Context: an optimization exercise on an open-source flow, tuned for small area. The choices shown serve that exercise and are no tape-out recipe. Function was checked by simulation only, so behaviour that the tests miss may differ from the original. Power is estimated from default activity; no workload was simulated.

## flow/flow/run.sh

```bash
#!/bin/bash
# The standard layout (standard.sh, standard synthesis included), with two knobs set:
#  * port buffers use the smallest buffer cell instead of the flow's default pick;
#  * clock tree synthesis uses clkbuf_16 with larger sink clusters and no dummy loads.
# The full make output goes to flow_make.log here; ORFS keeps each step's log under orfs/logs.
set -euo pipefail
export BUFFER_PORTS_ARGS="-buffer_cell sky130_fd_sc_hd__buf_1"
export CTS_ARGS="-sink_clustering_enable -repair_clock_nets -dont_use_dummy_load -buf_list sky130_fd_sc_hd__clkbuf_16 -sink_clustering_size 25 -sink_clustering_max_diameter 90"
bash standard.sh "BUFFER_PORTS_ARGS=$BUFFER_PORTS_ARGS" "CTS_ARGS=$CTS_ARGS" finish > flow_make.log 2>&1
```

## flow/standard.sh

```bash
#!/bin/bash
# synth_recipe.tcl (not shown) runs the flow's synth.tcl, then flattens the netlist and writes it again
# the make line also repeats each setting of config.mk as NAME=value (left out here)
make -C /OpenROAD-flow-scripts/flow DESIGN_CONFIG=/design/flow/config.mk WORK_HOME=/design/flow/orfs CLKGATE_MAP_FILE= SYNTH_SCRIPT=/design/flow/synth_recipe.tcl "${@:-finish}"
```

## flow/config.mk

```make
export PLATFORM = sky130hd
export DESIGN_NAME = register_file_sb
export DESIGN_NICKNAME = register_file_sb
export VERILOG_FILES = /design/flow/design.v
export SDC_FILE = /design/flow/constraint.sdc
export NUM_CORES = 4
export LEC_CHECK = 0
export CAP_MARGIN = 20
export CORE_MARGIN = 2
export CORE_UTILIZATION = 40
export PLACE_DENSITY = 0.6
export SLEW_MARGIN = 20
export SYNTH_HIERARCHICAL = 1
export SYNTH_MINIMUM_KEEP_SIZE = 0
```

## flow/constraint.sdc

```tcl
create_clock -name core_clock -period 7.0 [get_ports {CLK}]
set_input_delay 1.4000 -clock core_clock [delete_from_list [all_inputs] [get_ports {CLK}]]
set_output_delay 1.4000 -clock core_clock [all_outputs]
set_load 0.01 [all_outputs]
```

## flow/design.v

```verilog
module rf_aoi3 (
    input  logic [2:0] a,
    input  logic [2:0] b,
    output logic       y
);
    assign y = ~|(a & b);
endmodule
module rf_aoi2 (
    input  logic [1:0] a,
    input  logic [1:0] b,
    output logic       y
);
    assign y = ~|(a & b);
endmodule
module rf_nand #(
    parameter int N = 4
) (
    input  logic [N-1:0] x,
    output logic         y
);
    assign y = ~&x;
endmodule
module rf_fin #(
    parameter int N = 3
) (
    input  logic [N-1:0] x,
    input  logic         byp,
    input  logic         byp_n,
    input  logic         wd,
    output logic         y
);
    assign y = (|x & byp_n) | (wd & byp);
endmodule
module rf_ld (
    input  logic ld,
    input  logic ld_n,
    input  logic d,
    input  logic q,
    output logic y
);
    assign y = (ld & d) | (ld_n & q);
endmodule
module rf_sel #(
    parameter int N = 31
) (
    input  logic [N-1:0] d,
    input  logic [N-1:0] s,
    input  logic         byp,
    input  logic         byp_n,
    input  logic         wd,
    output logic         y
);
    localparam int G3 = N / 3;                       
    localparam int R  = N % 3;                       
    localparam int NG = G3 + ((R != 0) ? 1 : 0);     
    localparam int NC = (NG + 3) / 4;                
    logic [NG-1:0] g_n;
    logic [NC-1:0] c;
    genvar g;
    generate
        for (g = 0; g < G3; g++) begin : g_a3
            rf_aoi3 u (.a(d[3*g +: 3]), .b(s[3*g +: 3]), .y(g_n[g]));
        end
        if (R == 2) begin : g_r2
            rf_aoi2 u (.a(d[3*G3 +: 2]), .b(s[3*G3 +: 2]), .y(g_n[G3]));
        end else if (R == 1) begin : g_r1
            rf_nand #(.N(2)) u (.x({d[3*G3], s[3*G3]}), .y(g_n[G3]));
        end
        for (g = 0; g < NC; g++) begin : g_c
            localparam int W = ((NG - 4*g) < 4) ? (NG - 4*g) : 4;
            rf_nand #(.N(W)) u (.x(g_n[4*g +: W]), .y(c[g]));
        end
    endgenerate
    rf_fin #(.N(NC)) u_fin (.x(c), .byp(byp), .byp_n(byp_n), .wd(wd), .y(y));
endmodule
module register_file_sb #(
    parameter int DATA_WIDTH = 32,
    parameter int ADDR_WIDTH = 5,
    parameter int ZERO_REG   = 1,
    parameter int BYPASS     = 1
) (
    input  logic                  CLK,
    input  logic                  RST,
    input  logic [ADDR_WIDTH-1:0] A1,
    input  logic [ADDR_WIDTH-1:0] A2,
    output logic [DATA_WIDTH-1:0] RD1,
    output logic [DATA_WIDTH-1:0] RD2,
    input  logic                  WE3,
    input  logic [ADDR_WIDTH-1:0] A3,
    input  logic [DATA_WIDTH-1:0] WD3,
    input  logic                  RSV_EN,
    input  logic [ADDR_WIDTH-1:0] RSV_ADDR,
    output logic                  BUSY1,
    output logic                  BUSY2,
    input  logic                  CLR_REQ,
    output logic                  CLR_BUSY
);
    localparam int                    DEPTH = 2 ** ADDR_WIDTH;
    localparam int                    FIRST = (ZERO_REG != 0) ? 1 : 0;
    localparam int                    NENT  = DEPTH - FIRST;            
    localparam logic [ADDR_WIDTH-1:0] LAST  = '1;
    localparam int                    LOW   = (ADDR_WIDTH + 1) / 2;
    localparam int                    NLO   = 2 ** LOW;
    localparam int                    NHI   = DEPTH / NLO;
    logic                             clr_q;    
    logic [ADDR_WIDTH-1:0]            cnt;      
    logic [DEPTH-1:0][DATA_WIDTH-1:0] mem_q;
    logic [DEPTH-1:0]                 busy_q;
    logic idle, wr_ok, keep, rsv_go, wa_go;
    logic [ADDR_WIDTH-1:0] wa;
    logic [DATA_WIDTH-1:0] wd_next;
    logic byp1, byp2;
    logic [NLO-1:0] ld_lo, rs_lo, s1_lo, s2_lo;
    logic [NHI-1:0] ld_hi, rs_hi, s1_hi, s2_hi;
    logic [DEPTH-1:0] sel1, sel2;
    assign idle  = !clr_q;
    assign wr_ok = idle && WE3;
    always_ff @(posedge CLK) begin
        if (RST) begin
            clr_q <= 1'b0;
            cnt   <= '0;
        end else if (clr_q) begin
            cnt <= cnt + ADDR_WIDTH'(1);
            if (cnt == LAST)
                clr_q <= 1'b0;
        end else if (CLR_REQ) begin
            clr_q <= 1'b1;
        end
    end
    assign CLR_BUSY = clr_q;
    assign wa      = clr_q ? cnt : A3;
    assign wa_go   = clr_q || WE3;
    assign wd_next = (RST || clr_q) ? '0 : WD3;
    assign keep   = !RST && !(idle && CLR_REQ);
    assign rsv_go = idle && RSV_EN && keep;
    assign byp1 = (BYPASS != 0) && wr_ok && (A3 == A1) && !((ZERO_REG != 0) && (A1 == '0));
    assign byp2 = (BYPASS != 0) && wr_ok && (A3 == A2) && !((ZERO_REG != 0) && (A2 == '0));
    always_comb begin
        for (int j = 0; j < NLO; j++) begin
            ld_lo[j] = RST || (wa_go && (wa[LOW-1:0] == LOW'(j)));
            rs_lo[j] = rsv_go && (RSV_ADDR[LOW-1:0] == LOW'(j));
            s1_lo[j] = (A1[LOW-1:0] == LOW'(j));
            s2_lo[j] = (A2[LOW-1:0] == LOW'(j));
        end
        for (int j = 0; j < NHI; j++) begin
            ld_hi[j] = RST || ((wa >> LOW) == ADDR_WIDTH'(j));
            rs_hi[j] = ((RSV_ADDR >> LOW) == ADDR_WIDTH'(j));
            s1_hi[j] = ((A1 >> LOW) == ADDR_WIDTH'(j));
            s2_hi[j] = ((A2 >> LOW) == ADDR_WIDTH'(j));
        end
        for (int k = 0; k < DEPTH; k++) begin
            sel1[k] = s1_lo[k % NLO] && s1_hi[k / NLO];
            sel2[k] = s2_lo[k % NLO] && s2_hi[k / NLO];
        end
    end
    genvar i, b;
    generate
        for (i = 0; i < DEPTH; i++) begin : g_ent
            if (i < FIRST) begin : g_zero
                assign mem_q[i]  = '0;
                assign busy_q[i] = 1'b0;
            end else begin : g_reg
                logic ld_i, ld_n_i;
                logic [DATA_WIDTH-1:0] nxt_i;
                assign ld_i   = ld_lo[i % NLO] && ld_hi[i / NLO];
                assign ld_n_i = !ld_i;
                for (b = 0; b < DATA_WIDTH; b++) begin : g_bit
                    rf_ld u_ld (.ld(ld_i), .ld_n(ld_n_i), .d(wd_next[b]), .q(mem_q[i][b]),
                                .y(nxt_i[b]));
                end
                always_ff @(posedge CLK)
                    mem_q[i] <= nxt_i;
                always_ff @(posedge CLK)
                    busy_q[i] <= (busy_q[i] && ld_n_i && keep) ||
                                 (rs_lo[i % NLO] && rs_hi[i / NLO]);
            end
        end
    endgenerate
    logic byp1_n, byp2_n;
    assign byp1_n = !byp1;
    assign byp2_n = !byp2;
    generate
        for (b = 0; b < DATA_WIDTH; b++) begin : g_rd
            logic [NENT-1:0] d;
            for (i = FIRST; i < DEPTH; i++) begin : g_d
                assign d[i - FIRST] = mem_q[i][b];
            end
            rf_sel #(.N(NENT)) u_rd1 (.d(d), .s(sel1[DEPTH-1:FIRST]), .byp(byp1), .byp_n(byp1_n),
                                      .wd(WD3[b]), .y(RD1[b]));
            rf_sel #(.N(NENT)) u_rd2 (.d(d), .s(sel2[DEPTH-1:FIRST]), .byp(byp2), .byp_n(byp2_n),
                                      .wd(WD3[b]), .y(RD2[b]));
        end
    endgenerate
    rf_sel #(.N(NENT)) u_bz1 (.d(busy_q[DEPTH-1:FIRST]), .s(sel1[DEPTH-1:FIRST]), .byp(byp1),
                              .byp_n(byp1_n), .wd(1'b0), .y(BUSY1));
    rf_sel #(.N(NENT)) u_bz2 (.d(busy_q[DEPTH-1:FIRST]), .s(sel2[DEPTH-1:FIRST]), .byp(byp2),
                              .byp_n(byp2_n), .wd(1'b0), .y(BUSY2));
endmodule
```

==> results.cfg, run 1 <==
[clocking]
h-tree-depth = 2
tritoncts_clock_tree = yes
cts_sinks = 1029
cts_root_buf = clkbuf_16
cts.clk_slew.worst_paths_ns = 0.10
cts-hold-fix-buffers = 0
clk-insertion-delay-late_ns = 0.65
cts-buffers-inserted = 48
post_cts_resize_count = 0
buffer_count_from_post_cts_setup_fixing = 0
clockBufferDepth = 3

[place]
detailedPlace.worstSlack_ns = 1.046
post-place-cells = 5072
numPortBuffers = 123
dp_wirelength_mm = 117.2
gp_routability_congestion = 0.9592

[synthesis]
postSynthCellCount = 3508
synthesis.area_mm2 = 0.04025
synth_largest_area_cell = dfxtp_1
ys_ff_latch = 1029
ys_seq_area_share_pct = 51.18
netlist-cell-type-count = 43
flip_flop_cell_with_the_highest_count_after_synthesis = dfxtp_1
synth_edf_count = 0
postSynth.asyncResetShare_pct = 0
synth_top_cells_by_area = dfxtp_1 51%, a22o_1 22%, a222oi_1 16%
synth_top_area_share_pct = 51.18
synth.yosys.warnings = 7
syn-mean-instance-area_um2 = 11.47

[finish]
drive_gt1_share_pct = 8.891
layout_area_growth_over_synthesis_pct = 13.00
layout.nets = 3885
instances_no_fill = 5123

[die]
std_cell_rows = 116
floorplan.core_area_mm2 = 0.09986
die_span_y_um = 321.2
floorplan.die_area_mm2 = 0.1032
initial_core_util_pct = 40.31
die_wd_um = 321.2
io_pins = 124

[setup_path]
timing.critical_path.fanout_max = 21
rrSetupSlack_ns = 2.96
critPathMaxStageDelay_ns = 0.78
worstPathArrival_ns = 4.68
startpoint_type = input port
crit_slowest_cell = o31ai_1
crit_path_end_kind = output port
cp_common_cell = buf_1
path_class = in2out
worstPathCellList = buf_1 > nand2b_1 > nor2_4 > buf_4 > a222oi_1 > nand4_1 > o31ai_1 > nand2_1 > buf_1
required_ns = 5.60

[global_route]
grt_antenna_before_repair = 1
grt_max_degree = 35
grt.total_usage_pct = 35.55
number_of_global_route_vias_before_repair = 36670
grt_first_pass_wirelength_mm = 272.6
overflow = 0

[status]
outcome = timing/DRC/antenna clean

[timing]
smallest_setup_slack_after_layout_ns = 0.9153
timing.final.hold_violations = 0
timing.final.crit_share_pct = 86.92
grt_setup_unrepaired = no
fin_setup_tns_ns = 0
skew_ns = 0.05784
timing_worst_slew_pin_value_ns = 1.325
finalMaxSlewViolations = 0
fin_crit_ns = 6.085
hold-worst-slack_ns = 0.4961
slew-limit-headroom_pct = 11.46
finish_stage_setup_viols = 0
max_freq_mhz = 164.3

[detailed_routing]
drt_drc_violations_left = 0
route.detailed.vias_per_inst = 7.890
final_wirelength_mm = 193.7
drt_first_pass_iters = 14
via_count = 40420
drtIter0Drc = 10140
post_drt_wl_per_cell_um = 37.80
antenna_left = 0

[job]
max_cap_viol_count = 0

[pwr]
ir_worst_vdd_uv = 191.6
total_power_mw = 12.01
power-per-cell-area_mw_per_mm2 = 264.0
static-leakage-power_nw = 16.80

[min_path]
worst_hold_path_type = reg2reg
cell families after synthesis:
| group | Yosys count | share of synthesized area, % |
|---|---|---|
| xor+xnor | 12 | 0.2611 |
| mux | 2 | 0.04974 |
| flops | 1029 | 51.18 |
| fa+ha+maj | 2 | 0.06216 |
| simple gates | 633 | 7.554 |
| compound gates | 1765 | 40.24 |
| buf+inv | 64 | 0.6435 |
| other cells | 1 | 0.009317 |
report_power, final:
part / leakage (nW) / internal, mW / total, mW / switching [mW]
logic: 7.73 / 0.634 / 1.85 / 1.21
clock network: 0.592 / 1.23 / 3.16 / 1.93
registers: 8.48 / 6.48 / 7.00 / 0.517
modules after synthesis, one instance, submodules excluded, a selection:
module,cells inside,flip-flops and latches
rf_aoi3,1,0
rf_ld,1,0
register_file_sb,1394,1029
layout make-up:
type | instances | area, um^2
diodes | 1 | 2.502
clock buffers | 48 | 1201
fillers | 9317 | 54370
inverters | 35 | 131.4
multi-input cells | 2416 | 20060
flip-flops and latches | 1029 | 20600
well taps | 1298 | 1624
repair buffers | 296 | 1861
worst paths after layout:
| path | start | endpoint | depth (start not counted) |
|---|---|---|---|
| max | A2[3] | RD2[25] | 9 |
| min | busy_q[23] | busy_q[23] | 2 |
| max reg2reg | clr_q | mem_q[181] | 7 |
| min reg2reg | busy_q[23] | busy_q[23] | 2 |
cells in the mapped netlist (2+ instances only):
master       n
dfxtp_1   1029
nor2_1      89
nand2b_1    10
nand3_1     71
buf_2        5
xor2_1       5
a22o_1     992
nor3b_1      2
or3_1        4
ha_1         2
a221oi_2     5
nand2_1    247
nand3b_1     4
and4_1       2
buf_1        2
clkbuf_1    19
nand4_1    133
o22ai_1     31
xnor2_1      7
inv_1       35
mux2i_1      2
nor3_1      23
a311oi_2     5
nor2b_1      7
and4b_1      2
a222oi_1   660
and2_1      33
o31ai_1     66
and3_1       2
critical path: cells and delay by family:
kind	cells	cell delay, ns
AO/OA/AOI/OAI	2	1.12
AND/OR/NAND/NOR	4	1.40
buffers and inverters	3	0.74
placed cells by master, fill, tap and decap left out, drive strengths merged, types with 3 or more instances in the layout:
master,instances
nand3,71
or3,4
dfxtp,1029
inv,35
nor2,89
xor2,5
and2,33
nor3,23
a221oi,6
nand3b,4
a22o,992
nand2b,10
a311oi,6
nor3b,3
buf,296
nand4,133
nand2,247
a222oi,660
clkbuf,48
o31ai,66
nor2b,7
xnor2,7
o22ai,31
per-stage QoR:
step / util (%) / area [um^2]
finish: 45.55 / 45480
detailed placement: 44.29 / 44220
global route: 45.55 / 45480
floorplan: - / 40250
global placement: 44.21 / 44140
CTS: 45.49 / 45430
sequential cells by signal, summed over array words and instances (netlist names):
name and flops:
busy_q 31, clr_q 1, cnt 5, mem_q 992
layer usage:
layer	track usage, %	part of all wire (%)
met3	9.772	15
met1	48.73	38
met5	0	0
met2	51.00	41
met4	17.95	6.0
==> run 2: changes to the inputs <==
--- a/flow/flow/run.sh
+++ b/flow/flow/run.sh
@@ -7,3 +7,3 @@
 export BUFFER_PORTS_ARGS="-buffer_cell sky130_fd_sc_hd__buf_1"
-export CTS_ARGS="-sink_clustering_enable -repair_clock_nets -dont_use_dummy_load -buf_list sky130_fd_sc_hd__clkbuf_16 -sink_clustering_size 25 -sink_clustering_max_diameter 90"
+export CTS_ARGS="-sink_clustering_enable -repair_clock_nets -dont_use_dummy_load -buf_list sky130_fd_sc_hd__clkbuf_16 -sink_clustering_size 27 -sink_clustering_max_diameter 95"
 bash standard.sh "BUFFER_PORTS_ARGS=$BUFFER_PORTS_ARGS" "CTS_ARGS=$CTS_ARGS" finish > flow_make.log 2>&1
==> results.cfg, run 2 <==
[status]
outcome = timing/DRC/antenna clean

[timing]
fin_setup_tns_ns = 0
timing.final.crit_share_pct = 87.01
timing.final.hold_violations = 0
finish_stage_setup_viols = 0
max_freq_mhz = 164.2
fin_crit_ns = 6.091
grt_setup_unrepaired = no
timing_worst_slew_pin_value_ns = 1.314
finalMaxSlewViolations = 0
slew-limit-headroom_pct = 12.19
skew_ns = 0.03384

[die]
initial_core_util_pct = 40.31
std_cell_rows = 116
floorplan.core_area_mm2 = 0.09986
die_wd_um = 321.2
io_pins = 124
die_span_y_um = 321.2
floorplan.die_area_mm2 = 0.1032

[setup_path]
startpoint_type = input port
path_class = in2out
timing.critical_path.fanout_max = 33
worstPathArrival_ns = 4.69
crit_path_end_kind = output port
required_ns = 5.60

[pwr]
comb_power_share_pct = 15.5
power_switching_share_pct = 30.59
total_power_mw = 11.92
total_switching_power_mw = 3.647
static-leakage-power_nw = 16.77
cell_internal_pwr_mw = 8.277
pwr-share-clk_pct = 25.8
ir_worst_vdd_uv = 164.0
power-per-cell-area_mw_per_mm2 = 262.4
power.sequential.fraction_pct = 58.7

[global_route]
grt_antenna_before_repair = 2
grt_first_pass_wirelength_mm = 272.7
grt_max_degree = 35
grt.total_usage_pct = 35.65
number_of_global_route_vias_before_repair = 36660
overflow = 0

[place]
numPortBuffers = 123
gp_routability_congestion = 0.9592
dp_wirelength_mm = 117.2

[clocking]
h-tree-depth = 2
cts_sinks = 1029
clk-insertion-delay-late_ns = 0.67
tritoncts_clock_tree = yes
cts_root_buf = clkbuf_16
cts-hold-fix-buffers = 0
buffer_count_from_post_cts_setup_fixing = 0
clockBufferDepth = 3
cts-buffers-inserted = 45
post_cts_resize_count = 0
cts.clk_slew.worst_paths_ns = 0.11

[synthesis]
postSynth.asyncResetShare_pct = 0
synth_edf_count = 0
synth.yosys.warnings = 7
synth_largest_area_cell = dfxtp_1
synthesis.area_mm2 = 0.04025
flip_flop_cell_with_the_highest_count_after_synthesis = dfxtp_1
synth_top_cells_by_area = dfxtp_1 51%, a22o_1 22%, a222oi_1 16%
synth_common_cells = 1029 x dfxtp_1, 992 x a22o_1, 660 x a222oi_1
netlist-cell-type-count = 43
postSynthCellCount = 3508
syn-mean-instance-area_um2 = 11.47
synth_top_area_share_pct = 51.18
ys_ff_latch = 1029
ys_seq_area_share_pct = 51.18
leading_cell_type_by_number_of_instances_after_synthesis = dfxtp_1

[detailed_routing]
drt_drc_violations_left = 0
post_drt_wl_per_cell_um = 37.84
drt_first_pass_iters = 17
via_count = 40340
route.detailed.vias_per_inst = 7.874
drtIter0Drc = 10390
final_wirelength_mm = 193.9
antenna_left = 0

[finish]
layout.cells.most_common = dfxtp_1
registers.top_by_ff_count = mem_q
drive_gt1_share_pct = 8.844
most_frequent_cells_in_the_layout = 1029 x dfxtp_1, 992 x a22o_1, 660 x a222oi_1, 247 x nand2_1, 168 x buf_4
reg_top3 = mem_q x992, busy_q x31, cnt x5
layout_area_growth_over_synthesis_pct = 12.88
largest_register_ffs = 992
layout.nets = 3883

[job]
max_cap_viol_count = 0

[min_path]
worst_hold_path_type = reg2reg
run 2: changes by cell type in the layout (fill, tap and decap cells not counted):
| cell | before | now |
|---|---|---|
| buf_12 | 0 | 1 |
| clkbuf_16 | 48 | 45 |
| diode_2 | 1 | 4 |
run 2: Yosys stat by module (local to each module, per instance), excerpt:
module	copies in the design	cell area [um^2]
register_file_sb	1	22560
rf_ld	992	8.758
rf_aoi3	660	10.01
run 2: worst paths after layout:
check / start / end / slack (ns) / cells past startpoint
setup / recovery: A1[2] / RD1[11] / 0.91 / 9
hold / removal: busy_q[2] / busy_q[2] / 0.50 / 2
setup reg to reg: clr_q / mem_q[180] / 2.91 / 7
hold reg to reg: busy_q[2] / busy_q[2] / 0.50 / 2
run 2: area by class of cell:
class | instances | area (um^2)
Sequential cell | 1029 | 20600
Inverter | 35 | 131.4
Multi-Input combinational cell | 2416 | 20060
Tap cell | 1298 | 1624
Fill cell | 9312 | 54420
Timing Repair Buffer | 297 | 1881
Antenna cell | 4 | 10.01
Clock buffer | 45 | 1126
run 2: critical path: stages:
cell	delay, ns
buf_1	0.53
buf_4	0.29
nand3b_1	0.26
nor2_4	0.97
a222oi_1	0.41
nand4_1	0.36
o31ai_1	0.16
nand2_1	0.11
buf_1	0.15
run 2: power by group through the flow:
stage | registers [mW] | logic (mW) | clock network, mW
2_1_floorplan | 6.96 | 1.01 | 0
3_3_place_gp | 7.09 | 1.74 | 0
3_5_place_dp | 7.09 | 1.77 | 0
4_1_cts | 6.97 | 1.77 | 3.06
5_1_grt | 7.07 | 1.90 | 3.27
6_report | 7.00 | 1.85 | 3.07
run 2: per-layer routing:
metal | wire, um | vias up | GRT usage [%]
li1 | - | 16450 | -
met2 | 79000 | 3652 | 50.75
met5 | 0 | - | 0
met1 | 74670 | 19660 | 48.60
met3 | 28690 | 582 | 10.09
met4 | 11520 | 0 | 19.08
run 2: cells by family (layout without fill, tap and decap cells):
family | count (synthesis) | count (layout) | synth area share [%]
other | 1 | 6 | 0.009317
xor gates and xnor gates | 12 | 12 | 0.2611
AOI/OAI and AO/OA | 1765 | 1765 | 40.24
adders and majority gates | 2 | 2 | 0.06216
and+or+nand+nor | 633 | 633 | 7.554
DFF | 1029 | 1029 | 51.18
buffers and inverters | 64 | 377 | 0.6435
muxes | 2 | 2 | 0.04974
run 2: stage by stage:
stage / hold slack [ns] / std cells / setup WS (ns) / area, um^2 / util (%)
2_1_floorplan: 0.4596 / 3509 / 1.426 / 40250 / -
3_3_place_gp: 0.4726 / 5069 / 1.052 / 44140 / 44.21
3_5_place_dp: 0.4755 / 5072 / 1.046 / 44220 / 44.29
4_1_cts: 0.4929 / 5117 / 1.044 / 45350 / 45.42
5_1_grt: 0.5151 / 5120 / 0.9419 / 45430 / 45.49
6_report: 0.4958 / 5124 / 0.9091 / 45440 / 45.50
==> run 3: changes to the inputs <==
==> flow/run.sh (new file) <==
#!/bin/bash
# synth_recipe.tcl (not shown) runs the flow's synth.tcl, then flattens the netlist and writes it again
# the make line also repeats each setting of config.mk as NAME=value (left out here)
make -C /OpenROAD-flow-scripts/flow DESIGN_CONFIG=/design/flow/config.mk WORK_HOME=/design/flow/orfs CLKGATE_MAP_FILE= SYNTH_SCRIPT=/design/flow/synth_recipe.tcl finish
--- a/flow/config.mk
+++ b/flow/config.mk
@@ -10,2 +10,5 @@
 export CORE_UTILIZATION = 40
+export CTS_BUF_LIST = sky130_fd_sc_hd__clkbuf_16
+export CTS_CLUSTER_DIAMETER = 90
+export CTS_CLUSTER_SIZE = 25
 export PLACE_DENSITY = 0.6
removed: flow/flow/run.sh
removed: flow/standard.sh
==> results.cfg, run 3 <==
[die]
std_cell_rows = 116
die_span_y_um = 321.2
initial_core_util_pct = 40.31
io_pins = 124
floorplan.core_area_mm2 = 0.09986
floorplan.die_area_mm2 = 0.1032
die_wd_um = 321.2

[synthesis]
synth_top_area_share_pct = 51.18
synthesis.area_mm2 = 0.04025
synth_edf_count = 0
netlist-cell-type-count = 43
leading_cell_type_by_number_of_instances_after_synthesis = dfxtp_1
ys_ff_latch = 1029
syn-mean-instance-area_um2 = 11.47
synth_common_cells = 1029 x dfxtp_1, 992 x a22o_1, 660 x a222oi_1
synth_largest_area_cell = dfxtp_1
synth_top_cells_by_area = dfxtp_1 51%, a22o_1 22%, a222oi_1 16%
postSynthCellCount = 3508
ys_seq_area_share_pct = 51.18
synth.yosys.warnings = 7
postSynth.asyncResetShare_pct = 0
flip_flop_cell_with_the_highest_count_after_synthesis = dfxtp_1

[job]
max_cap_viol_count = 0

[setup_path]
required_ns = 5.60
rrSetupSlack_ns = 2.85
crit_path_end_kind = output port
worstPathArrival_ns = 5.26
worst_r2r_startpoint = clr_q
r2r_cells = 8
startpoint_type = input port
timing.critical_path.fanout_max = 26
timing.critical_path.from = A1[0]
path_class = in2out
regToRegEndpoint = mem_q[906]

[finish]
registers.top_by_ff_count = mem_q
reg_top3 = mem_q x992, busy_q x31, cnt x5
largest_register_ffs = 992
multi_input_comb_area_mm2 = 0.02007
layout.cells.most_common = dfxtp_1
antenna-diode-count = 0
layout.nets = 3920
seqCellArea_mm2 = 0.02060
most_frequent_cells_in_the_layout = 1029 x dfxtp_1, 992 x a22o_1, 660 x a222oi_1, 247 x nand2_1, 187 x buf_4
instances_no_fill = 5166
nFillCells = 9158
layout_area_growth_over_synthesis_pct = 16.21
drive_gt1_share_pct = 9.747

[clocking]
h-tree-depth = 2
clockBufferDepth = 3
tritoncts_clock_tree = yes
post_cts_resize_count = 0
cts.clk_slew.worst_paths_ns = 0.10
cts_sinks = 1029
cts-buffers-inserted = 48
buffer_count_from_post_cts_setup_fixing = 0
cts-hold-fix-buffers = 0
clk-insertion-delay-late_ns = 0.67
cts_root_buf = clkbuf_16

[global_route]
overflow = 0
grt_antenna_before_repair = 0
number_of_global_route_vias_before_repair = 37390
grt.total_usage_pct = 35.27
grt_first_pass_wirelength_mm = 270.8
grt_max_degree = 35

[detailed_routing]
route.detailed.vias_per_inst = 7.843
via_count = 40520
total_length_of_routed_met2_wires_mm = 76.36
antenna_left = 0
drt_drc_violations_left = 0
detailroute.wirelength.met3_mm = 28.99
route.top_layer_used = met4
post_drt_wl_per_cell_um = 37.04
drt-met1-wl_mm = 74.02
drt_first_pass_iters = 15
drtIter0Drc = 10040
final_wirelength_mm = 191.3

[timing]
finish_stage_setup_viols = 0
timing.final.crit_share_pct = 95.11
finalMaxSlewViolations = 0
smallest_setup_slack_after_layout_ns = 0.3421
fin_crit_ns = 6.658
slew-limit-headroom_pct = 17.66
max_freq_mhz = 150.2
timing.final.hold_violations = 0
grt_setup_unrepaired = no
fin_setup_tns_ns = 0
skew_ns = 0.05163
timing_worst_slew_pin_value_ns = 1.232

[pwr]
power-per-cell-area_mw_per_mm2 = 260.7
ir_worst_vdd_uv = 213.2
static-leakage-power_nw = 17.38

[place]
dp_wirelength_mm = 114.9
post-place-cells = 5109
gp_routability_congestion = 0.9367
detailedPlace.worstSlack_ns = 0.5114
numPortBuffers = 123

[min_path]
worst_hold_path_type = reg2reg
holdPathEnd = busy_q[9]
holdCritStartpoint = busy_q[9]
holdPathStages = 2

[status]
outcome = timing/DRC/antenna clean
[run 3: cells by family (layout without fill, tap and decap cells)]
kind of cell | count (synthesis) | in the layout | share of synthesized area, %
xor+xnor | 12 | 12 | 0.2611
fa+ha+maj | 2 | 2 | 0.06216
buf+inv | 64 | 423 | 0.6435
mux | 2 | 2 | 0.04974
other cells | 1 | 2 | 0.009317
simple gates | 633 | 633 | 7.554
compound gates | 1765 | 1765 | 40.24
flops | 1029 | 1029 | 51.18
[run 3: through the flow]
stage	cell area, um^2	power, mW	hold WS [ns]	utilization [%]
after floorplan	40250	7.973	0.4596	-
after global placement	45470	8.926	0.4717	45.54
after detailed placement	45480	8.953	0.4769	45.54
after CTS	46780	12.10	0.4947	46.84
after global routing	46780	12.54	0.5150	46.84
final	46780	12.19	0.5007	46.84
[run 3: worst max path at each step]
| stage | to | slack, ns | cells after the start |
|---|---|---|---|
| 2_1_floorplan | BUSY2 | 1.43 | 7 |
| 3_3_place_gp | RD1[25] | 0.41 | 9 |
| 3_5_place_dp | RD1[6] | 0.51 | 9 |
| 4_1_cts | RD1[6] | 0.50 | 9 |
| 5_1_grt | RD1[23] | 0.35 | 11 |
| 6_report | RD1[6] | 0.34 | 9 |
[run 3: layout make-up]
class | instances | area share, %
multi-input combinational | 2416 | 42.90
clock inverter | 8 | 0.1578
sequential | 1029 | 44.04
clock buffer | 49 | 2.621
inverter | 35 | 0.2809
tap | 1298 | 3.472
timing repair buffer | 331 | 6.532
[run 3: Yosys stat by module (local to each module, per instance), excerpt]
module,cells,copies in the design
register_file_sb,1394,1
rf_aoi3,1,660
rf_ld,1,992
[run 3: critical path, stage by stage]
cell and delay [ns]:
clkdlybuf4s50_1 0.61, or3_1 0.62, nor2_4 0.94, buf_4 0.35
a222oi_1 0.12, nand4_1 0.33, o31ai_1 0.21, nand2_1 0.12
clkdlybuf4s50_1 0.54
[run 3: layer usage]
metal / global-route usage, % / vias to the layer above
li1: - / 16520
met1: 48.16 / 19690
met2: 48.89 / 3724
met3: 11.26 / 579
met4: 19.37 / 0
met5: 0 / -
[run 3: where the power goes]
group	internal, mW	switching [mW]
sequential	6.48	0.512
clock	1.28	1.98
combinational	0.738	1.20
==> run 4: changes to the inputs <==
==> flow/flow/run.sh (new file) <==
#!/bin/bash
# The standard layout (standard.sh, standard synthesis included), with three knobs set:
#  * port buffers use the smallest buffer cell instead of the flow's default pick;
#  * clock tree synthesis uses clkbuf_16 with larger sink clusters and no dummy loads;
#  * after global routing, gates on paths with positive slack are downsized (RECOVER_POWER).
# The full make output goes to flow_make.log here; ORFS keeps each step's log under orfs/logs.
set -euo pipefail
export BUFFER_PORTS_ARGS="-buffer_cell sky130_fd_sc_hd__buf_1"
export CTS_ARGS="-sink_clustering_enable -repair_clock_nets -dont_use_dummy_load -buf_list sky130_fd_sc_hd__clkbuf_16 -sink_clustering_size 27 -sink_clustering_max_diameter 95"
export RECOVER_POWER=100
bash standard.sh "BUFFER_PORTS_ARGS=$BUFFER_PORTS_ARGS" "CTS_ARGS=$CTS_ARGS" "RECOVER_POWER=$RECOVER_POWER" finish > flow_make.log 2>&1
==> flow/standard.sh (new file) <==
#!/bin/bash
# synth_recipe.tcl (not shown) runs the flow's synth.tcl, then flattens the netlist and writes it again
# the make line also repeats each setting of config.mk as NAME=value (left out here)
make -C /OpenROAD-flow-scripts/flow DESIGN_CONFIG=/design/flow/config.mk WORK_HOME=/design/flow/orfs CLKGATE_MAP_FILE= SYNTH_SCRIPT=/design/flow/synth_recipe.tcl "${@:-finish}"
--- a/flow/config.mk
+++ b/flow/config.mk
@@ -10,5 +10,2 @@
 export CORE_UTILIZATION = 40
-export CTS_BUF_LIST = sky130_fd_sc_hd__clkbuf_16
-export CTS_CLUSTER_DIAMETER = 90
-export CTS_CLUSTER_SIZE = 25
 export PLACE_DENSITY = 0.6
removed: flow/run.sh
==> results.cfg, run 4 <==
[finish]
layout.cells.most_common = dfxtp_1
layout_area_growth_over_synthesis_pct = 12.45
instances_no_fill = 5125
stdcell_area_mm2 = 0.04526
registers.top_by_ff_count = mem_q
reg_top3 = mem_q x992, busy_q x31, cnt x5
largest_register_ffs = 992
multi_input_comb_area_mm2 = 0.02001
nFillCells = 9340
drive_gt1_share_pct = 7.692
most_frequent_cells_in_the_layout = 1029 x dfxtp_1, 992 x a22o_1, 660 x a222oi_1, 247 x nand2_1, 134 x buf_4
seqCellArea_mm2 = 0.02060
finalCoreUtilization_pct = 45.33
layout.nets = 3883

[global_route]
overflow = 0
grt_antenna_before_repair = 2
grt.met1_usage_pct = 48.60
globalRouteMet3Util_pct = 10.09
globalRoute.busiestLayer = met2
grt_max_degree = 35
grt_util_met2_pct = 50.75
grt.total_usage_pct = 35.65
grt_first_pass_wirelength_mm = 272.7
number_of_global_route_vias_before_repair = 36660

[setup_path]
required_ns = 7.52
startpoint_type = input port
crit_path_end_kind = flip-flop
path_class = in2reg
timing.critical_path.from = RST
worst_r2r_startpoint = clr_q
rrSetupSlack_ns = 1.18
timing.critical_path.to = mem_q[48]
r2r_cells = 8
timing.critical_path.fanout_max = 34
worstPathArrival_ns = 7.03
regToRegEndpoint = mem_q[522]

[detailed_routing]
antenna_left = 0
route.detailed.vias_per_inst = 7.876
final_wirelength_mm = 193.9
drtIter0Drc = 10590
post_drt_wl_per_cell_um = 37.82
drt_first_pass_iters = 14
via_count = 40360
drt_drc_violations_left = 0

[place]
dp_wirelength_mm = 117.2
gp_routability_congestion = 0.9592
post-place-cells = 5072
numPortBuffers = 123
dpl_cell_area_mm2 = 0.04422

[synthesis]
leading_cell_type_by_number_of_instances_after_synthesis = dfxtp_1
ys_seq_area_share_pct = 51.18
synthesis.area_mm2 = 0.04025
synth_largest_area_cell = dfxtp_1
syn-mean-instance-area_um2 = 11.47
postSynth.asyncResetShare_pct = 0
netlist-cell-type-count = 43
synth_top_area_share_pct = 51.18
synth.yosys.warnings = 7
postSynthCellCount = 3508
synth_edf_count = 0
ys_ff_latch = 1029
synth_top_cells_by_area = dfxtp_1 51%, a22o_1 22%, a222oi_1 16%
synth_common_cells = 1029 x dfxtp_1, 992 x a22o_1, 660 x a222oi_1
flip_flop_cell_with_the_highest_count_after_synthesis = dfxtp_1

[pwr]
ir_worst_vdd_uv = 163.7
power-per-cell-area_mw_per_mm2 = 263.1
static-leakage-power_nw = 16.61

[clocking]
clockBufferDepth = 3
clk-insertion-delay-late_ns = 0.67
h-tree-depth = 2
cts_root_buf = clkbuf_16
cts.clk_slew.worst_paths_ns = 0.11
tritoncts_clock_tree = yes
cts-buffers-inserted = 45
cts_sinks = 1029
post_cts_resize_count = 0
buffer_count_from_post_cts_setup_fixing = 0
cts-hold-fix-buffers = 0

[timing]
grt_setup_unrepaired = no
finish_stage_setup_viols = 0
fin_setup_tns_ns = 0
timing_worst_slew_pin_value_ns = 2.884
hold-worst-slack_ns = 0.4960
skew_ns = 0.03638
timing.final.hold_violations = 0
fin_crit_ns = 6.512
finalMaxSlewViolations = 964
max_freq_mhz = 153.6
timing.final.crit_share_pct = 93.02
slew-limit-headroom_pct = -92.30

[die]
die_wd_um = 321.2
initial_core_util_pct = 40.31
die_span_y_um = 321.2
io_pins = 124
floorplan.core_area_mm2 = 0.09986
floorplan.die_area_mm2 = 0.1032
std_cell_rows = 116

[job]
max_cap_viol_count = 30

[status]
outcome = complete, but fails checks
so_faults = capacitance limit, slew limit

[min_path]
worst_hold_path_type = reg2reg
==> run 4: cell counts after synthesis <==
Identical to the previous run, type by type.
==> run 4: Yosys stat by module, one instance, submodules excluded, a selection <==
| module | cell area [um^2] | cells inside | times used | flip-flops and latches |
|---|---|---|---|---|
| register_file_sb | 22560 | 1394 | 1 | 1029 |
| rf_aoi3 | 10.01 | 1 | 660 | 0 |
| rf_ld | 8.758 | 1 | 992 | 0 |
==> run 4: logic make-up after synthesis <==
| logic type | Yosys count | synth area share, % |
|---|---|---|
| compound gates | 1765 | 40.24 |
| flops | 1029 | 51.18 |
| simple gates | 633 | 7.554 |
| buf+inv | 64 | 0.6435 |
| xor+xnor | 12 | 0.2611 |
| fa+ha+maj | 2 | 0.06216 |
| mux | 2 | 0.04974 |
| other cells | 1 | 0.009317 |
==> run 4: worst min path at each step <==
stage / startpoint / endpoint / slack [ns] / cells after the start
final: busy_q[23] / busy_q[23] / 0.50 / 2
after global routing: busy_q[23] / busy_q[23] / 0.52 / 2
after global placement: busy_q[27] / busy_q[27] / 0.47 / 2
after detailed placement: mem_q[823] / mem_q[823] / 0.48 / 1
after floorplan: busy_q[2] / busy_q[2] / 0.46 / 2
after CTS: busy_q[4] / busy_q[4] / 0.49 / 2
==> run 4: metrics by stage <==
stage | setup slack (ns) | power [mW]
after floorplan | 1.426 | 7.973
after global placement | 1.052 | 8.833
after detailed placement | 1.046 | 8.865
after CTS | 1.044 | 11.81
after global routing | 0.4923 | 12.23
final | 0.4883 | 11.91
==> run 4: where the power goes <==
part,internal [mW],switching (mW),total (mW),leakage (nW)
clock,1.16,1.91,3.07,0.555
sequential,6.48,0.516,7.00,8.48
combinational,0.630,1.21,1.84,7.58
total,8.27,3.64,11.9,16.6
==> run 4: layout make-up <==
type	instances	share of cell area, %
Tap cell	1298	3.588
Sequential cell	1029	45.51
Timing Repair Buffer	297	3.876
Antenna cell	5	0.02764
Clock buffer	45	2.488
Multi-Input combinational cell	2416	44.22
Inverter	35	0.2903
==> run 4: metal layers <==
metal / vias up / wire length [um]
met3: 592 / 29310
met5: - / 0
met2: 3703 / 78830
li1: 16430 / -
met1: 19640 / 74090
met4: 0 / 11620
==> run 4: worst max-delay path, cell delays in order <==
cell and delay [ns]:
clkbuf_1 0.31, clkbuf_1 0.71, a311oi_1 0.13, buf_4 0.25, nor2_4 0.11, clkbuf_1 1.89, inv_1 1.23, clkbuf_2 0.63
a22o_1 0.32

[static timing again, ports no longer ideal]
Ports are ideal in the flow. The routed layouts listed here were re-timed in OpenROAD. Step 1 (the two cells are an assumption about what drives the block):
set clk [get_ports {CLK}]
set_driving_cell -lib_cell sky130_fd_sc_hd__clkbuf_16 $clk
set_driving_cell -lib_cell sky130_fd_sc_hd__buf_2 [delete_from_list [all_inputs] $clk]
Step 2 adds t to the input delays and takes it off the output delays; t is the mean of the earliest and latest rising clock arrival at the registers after step 1. Input paths then give back, and output paths get back, about the clock's delay inside the block. Three values: ideal ports, drivers, drivers and shift; two values: the first two.
| run | t, ns | setup slack, ns | worst hold slack (ns) | worst setup path after step 2 | worst slew at a driven data input, ns |
|---|---|---|---|---|---|
| run 1 | 0.695 | 0.915 / 0.893 / 0.893 | 0.496 / 0.496 / 0.496 | input to output | 0.04 |
| run 2 | 0.724 | 0.909 / 0.874 / 0.874 | 0.496 / 0.496 / 0.496 | input to output | 0.04 |
| run 3 | 0.726 | 0.342 / 0.315 / 0.315 | 0.501 / 0.501 / 0.501 | input to output | 0.05 |
| run 4 | 0.726 | 0.488 / 0.541 / -0.185 | 0.496 / 0.496 / 0.496 | input to register | 0.04 |
The setup slack of run 4, which loses most, moves by +0.053 ns with the drivers and by -0.673 ns with both steps.
